Background: an optimization exercise with open tools, aiming at small area. Do not read the settings as production practice.
Only simulation tests tie the RTL to the original design; equivalence was not proved.

==> 12-03: inputs <==
==> flow/design.v <==
module register_bank #(
    parameter int unsigned DATA_W   = 32,
    parameter int unsigned ADDR_W   = 5,
    parameter int unsigned NUM_READ = 2
) (
    input  logic                         clk,
    input  logic                         resetN,
    input  logic [NUM_READ*ADDR_W-1:0]   readAddr,
    output logic [NUM_READ*DATA_W-1:0]   readData,
    output logic [NUM_READ-1:0]          readBusy,
    input  logic                         writeEnable,
    input  logic [ADDR_W-1:0]            writeReg,
    input  logic [DATA_W-1:0]            writeData,
    input  logic                         reserveEnable,
    input  logic [ADDR_W-1:0]            reserveReg,
    input  logic                         flush
);
    localparam int unsigned DEPTH = 2 ** ADDR_W;
    logic [DATA_W-1:0] regs_q [DEPTH];
    logic [DEPTH-1:0]  busy_q;
    logic [DEPTH-1:0]  busy_d;
    logic              write_hit;
    logic              reserve_hit;
    assign write_hit   = writeEnable && (writeReg != '0);
    assign reserve_hit = reserveEnable && (reserveReg != '0);
    always_ff @(posedge clk or negedge resetN) begin
        if (!resetN) begin
            for (int i = 0; i < int'(DEPTH); i++) begin
                regs_q[i] <= '0;
            end
        end else if (write_hit) begin
            regs_q[writeReg] <= writeData;
        end
    end
    always_comb begin
        busy_d = busy_q;
        if (write_hit) begin
            busy_d[writeReg] = 1'b0;
        end
        if (flush) begin
            busy_d = '0;
        end
        if (reserve_hit) begin
            busy_d[reserveReg] = 1'b1;
        end
    end
    always_ff @(posedge clk or negedge resetN) begin
        if (!resetN) begin
            busy_q <= '0;
        end else begin
            busy_q <= busy_d;
        end
    end
    for (genvar p = 0; p < NUM_READ; p++) begin : g_read
        logic [ADDR_W-1:0] addr;
        logic [DATA_W-1:0] data;
        logic              busy;
        assign addr = readAddr[p*ADDR_W +: ADDR_W];
        always_comb begin
            data = regs_q[addr];
            busy = busy_q[addr];
            if (addr == '0) begin
                data = '0;
                busy = 1'b0;
            end
        end
        assign readData[p*DATA_W +: DATA_W] = data;
        assign readBusy[p]                  = busy;
    end
endmodule
==> flow/run.sh <==
#!/bin/bash
# synth_recipe.tcl (not shown) runs the flow's synth.tcl, then flattens the netlist and writes it again
# the make line also repeats each setting of config.mk as NAME=value (left out here)
make -C /OpenROAD-flow-scripts/flow DESIGN_CONFIG=/design/flow/config.mk WORK_HOME=/design/flow/orfs CLKGATE_MAP_FILE= SYNTH_SCRIPT=/design/flow/synth_recipe.tcl finish
==> flow/config.mk <==
export PLATFORM = sky130hd
export DESIGN_NAME = register_bank
export DESIGN_NICKNAME = register_bank
export VERILOG_FILES = /design/flow/design.v
export SDC_FILE = /design/flow/constraint.sdc
export NUM_CORES = 4
export LEC_CHECK = 0
export CAP_MARGIN = 20
export CORE_MARGIN = 2
export CORE_UTILIZATION = 30
export SETUP_SLACK_MARGIN = 0.2
export SLEW_MARGIN = 20
==> flow/constraint.sdc <==
create_clock -name core_clock -period 7.0 [get_ports {clk}]
set_input_delay 1.4000 -clock core_clock [delete_from_list [all_inputs] [get_ports {clk}]]
set_output_delay 1.4000 -clock core_clock [all_outputs]
set_load 0.01 [all_outputs]
==> 02-28: changes against 12-03 <==
==> flow/design.v, changed modules only <==
module register_bank #(
    parameter int unsigned DATA_W   = 32,
    parameter int unsigned ADDR_W   = 5,
    parameter int unsigned NUM_READ = 2
) (
    input  logic                         clk,
    input  logic                         resetN,
    input  logic [NUM_READ*ADDR_W-1:0]   readAddr,
    output logic [NUM_READ*DATA_W-1:0]   readData,
    output logic [NUM_READ-1:0]          readBusy,
    input  logic                         writeEnable,
    input  logic [ADDR_W-1:0]            writeReg,
    input  logic [DATA_W-1:0]            writeData,
    input  logic                         reserveEnable,
    input  logic [ADDR_W-1:0]            reserveReg,
    input  logic                         flush
);
    localparam int unsigned DEPTH = 2 ** ADDR_W;
    localparam int unsigned LO_W  = 2;
    localparam int unsigned HI_W  = ADDR_W - LO_W;
    localparam int unsigned NLO   = 2 ** LO_W;
    localparam int unsigned NHI   = 2 ** HI_W;
    localparam int unsigned NGRP  = (DEPTH - 1) / 3;    
    logic [DATA_W-1:0] regs_q [DEPTH];
    logic [DEPTH-1:0]  valid_q;
    logic [DEPTH-1:0]  busy_q;
    logic [DEPTH-1:0]  wsel;
    logic [DEPTH-1:0]  rsel;
    function automatic logic [NLO-1:0] dec_lo_n(input logic [ADDR_W-1:0] a);
        for (int j = 0; j < int'(NLO); j++) dec_lo_n[j] = (a[LO_W-1:0] != LO_W'(j));
    endfunction
    function automatic logic [NHI-1:0] dec_hi_n(input logic [ADDR_W-1:0] a, input logic en);
        for (int k = 0; k < int'(NHI); k++) dec_hi_n[k] = !(en && (a[ADDR_W-1:LO_W] == HI_W'(k)));
    endfunction
    logic [NLO-1:0] wlo_n, rlo_n;
    logic [NHI-1:0] whi_n, rhi_n;
    assign wlo_n = dec_lo_n(writeReg);
    assign whi_n = dec_hi_n(writeReg, writeEnable);
    assign rlo_n = dec_lo_n(reserveReg);
    assign rhi_n = dec_hi_n(reserveReg, reserveEnable);
    for (genvar i = 1; i < DEPTH; i++) begin : g_reg
        rb_nor2 u_wsel (.a(wlo_n[i % NLO]), .b(whi_n[i / NLO]), .y(wsel[i]));
        rb_nor2 u_rsel (.a(rlo_n[i % NLO]), .b(rhi_n[i / NLO]), .y(rsel[i]));
        always_ff @(posedge clk) begin
            if (wsel[i]) regs_q[i] <= writeData;
        end
        always_ff @(posedge clk or negedge resetN) begin
            if (!resetN) begin
                valid_q[i] <= 1'b0;
                busy_q[i]  <= 1'b0;
            end else begin
                if (wsel[i]) valid_q[i] <= 1'b1;
                busy_q[i] <= rsel[i] | (busy_q[i] & ~flush & ~wsel[i]);
            end
        end
    end
    assign regs_q[0]  = '0;
    assign valid_q[0] = 1'b0;
    assign busy_q[0]  = 1'b0;
    assign wsel[0]    = 1'b0;
    assign rsel[0]    = 1'b0;
    for (genvar p = 0; p < NUM_READ; p++) begin : g_read
        logic [ADDR_W-1:0] addr;
        logic [NLO-1:0]    lo_n;
        logic [NHI-1:0]    hi_n;
        logic [DEPTH-1:0]  dec;
        logic [DEPTH-1:0]  dsel;
        logic [DATA_W-1:0] data;
        assign addr = readAddr[p*ADDR_W +: ADDR_W];
        assign lo_n = dec_lo_n(addr);
        assign hi_n = dec_hi_n(addr, 1'b1);
        assign dec[0]  = 1'b0;
        assign dsel[0] = 1'b0;
        for (genvar i = 1; i < DEPTH; i++) begin : g_sel
            assign dec[i] = ~(lo_n[i % NLO] | hi_n[i / NLO]);
            rb_and3 u_dsel (.a(~lo_n[i % NLO]), .b(~hi_n[i / NLO]), .c(valid_q[i]), .y(dsel[i]));
        end
        for (genvar b = 0; b < DATA_W; b++) begin : g_bit
            logic [NGRP:0] t;    
            for (genvar g = 0; g < int'(NGRP); g++) begin : g_grp
                rb_aoi222 u_aoi (
                    .a0(dsel[3*g+1]), .b0(regs_q[3*g+1][b]),
                    .a1(dsel[3*g+2]), .b1(regs_q[3*g+2][b]),
                    .a2(dsel[3*g+3]), .b2(regs_q[3*g+3][b]),
                    .y (t[g])
                );
            end
            rb_nand2 u_last (.a(dsel[DEPTH-1]), .b(regs_q[DEPTH-1][b]), .y(t[NGRP]));
            rb_nand_wide #(.N(NGRP + 1)) u_or (.t(t), .y(data[b]));
        end
        assign readData[p*DATA_W +: DATA_W] = data;
        assign readBusy[p]                  = |(dec & busy_q);
    end
endmodule
module rb_aoi222 (
    input  logic a0, b0, a1, b1, a2, b2,
    output logic y
);
    assign y = ~((a0 & b0) | (a1 & b1) | (a2 & b2));
endmodule
module rb_nand2 (
    input  logic a, b,
    output logic y
);
    assign y = ~(a & b);
endmodule
module rb_nor2 (
    input  logic a, b,
    output logic y
);
    assign y = ~(a | b);
endmodule
module rb_and3 (
    input  logic a, b, c,
    output logic y
);
    assign y = a & b & c;
endmodule
module rb_nand_wide #(
    parameter int unsigned N = 11
) (
    input  logic [N-1:0] t,
    output logic         y
);
    assign y = ~&t;
endmodule
==> flow/flow/run.sh (new file) <==
#!/bin/bash
# Own layout flow: the standard ORFS flow (standard.sh), with two changes
# to how the layout is made; the design, clock period and constraints are
# untouched:
#  - ports are buffered with the smallest buffer (repair may upsize it),
#  - the clock tree uses clkbuf_8 in sink clusters of up to 16 and no dummy
#    loads.
# Each ORFS step writes its full log under orfs/logs; make's own output goes
# to standard.log in this folder.
set -euo pipefail
export BUFFER_PORTS_ARGS="-buffer_cell sky130_fd_sc_hd__buf_1"
export CTS_ARGS="-sink_clustering_enable -repair_clock_nets -buf_list {sky130_fd_sc_hd__clkbuf_8} -sink_clustering_size 16 -sink_clustering_max_diameter 50 -dont_use_dummy_load"
bash standard.sh > standard.log 2>&1
==> flow/standard.sh (new file) <==
#!/bin/bash
# synth_recipe.tcl (not shown) runs the flow's synth.tcl, then flattens the netlist and writes it again
# the make line also repeats each setting of config.mk as NAME=value (left out here)
make -C /OpenROAD-flow-scripts/flow DESIGN_CONFIG=/design/flow/config.mk WORK_HOME=/design/flow/orfs CLKGATE_MAP_FILE= SYNTH_SCRIPT=/design/flow/synth_recipe.tcl "${@:-finish}"
CAP_MARGIN = 5   (was 20)
CORE_UTILIZATION = 45   (was 30)
SLEW_MARGIN = 5   (was 20)
SYNTH_HIERARCHICAL = 1   (was default)
removed: flow/run.sh
==> run summary <==
| item | 02-28 | 12-03 |
|---|---|---|
| Run status | timing/DRC/antenna clean | timing/DRC/antenna clean |
| Clk slew on worst S/H paths | 0.05 ns | 0.06 ns |
| Post-synth EDFFs | 992 | 0 |
| Hold slack | 0.4795 ns | 0.5251 ns |
| Fraction of met2 tracks used by global routing | 47.64% | 41.20% |
| Post-synthesis async set-or-reset flop share | 5.882% | 100.0% |
| Area of the core region | 0.09180 mm2 | 0.1697 mm2 |
| Number of clock buffers in the layout | 111 | 140 |
| Core utilization of the finished layout | 50.47% | 35.62% |
| Global routing usage on met1 | 42.62% | 34.62% |
| Pin count of the biggest net entering global routing | 63 | 162 |
| Die Width | 308.6 um | 417.7 um |
| Arrival @ worst endpoint | 4.88 ns | 5.45 ns |
| Number of nets in the synthesized netlist | 2,440 | 4,451 |
| WL final | 154,900 um | 260,300 um |
| Initial Utilization | 45.49% | 30.26% |
| Post-layout minimum cycle time | 6.279 ns | 6.852 ns |
| Library cell occupying the most area in the post-synthesis netlist | sky130_fd_sc_hd__edfxtp_1 | sky130_fd_sc_hd__dfrtp_1 |
| Register bit count reported by yosys | 1,054 | 1,024 |
| Vias in the first global route | 30,290 | 44,830 |
| Simple-gate share of the synthesized area | 8.270% | 6.718% |
| Total Die Area | 0.09525 mm2 | 0.1744 mm2 |
| Filler Cells Inserted | 7,473 | 16,570 |

## static timing again, ports no longer ideal
The results above use ideal ports. As a check the final layouts listed here were re-extracted and re-timed, cells and wires unchanged. Step 1 sets driving cells, clkbuf_16 on the clock port and buf_2 on the other inputs (assumed; they add their load-dependent delay and slew). Step 2 also shifts input and output timing later by t, the mid clock arrival at the registers, as if the neighbouring blocks saw the same clock. a / b / c = ideal / step 1 / step 2; a / b = the first two.
run	t, ns	setup slack, ns	worst hold slack (ns)	worst register clock-pin slew, ns	pins driven straight from the clock port
12-03	0.850	0.148 / 0.076 / 0.076	0.525 / 0.525 / 0.525	0.07 / 0.07	1
02-28	0.786	0.721 / 0.695 / 0.695	0.480 / 0.480 / 0.480	0.10 / 0.10	1
After both steps setup and hold are still met in every run listed. The setup slack of 12-03, which loses most, moves by -0.072 ns with the drivers and by -0.072 ns with both steps.
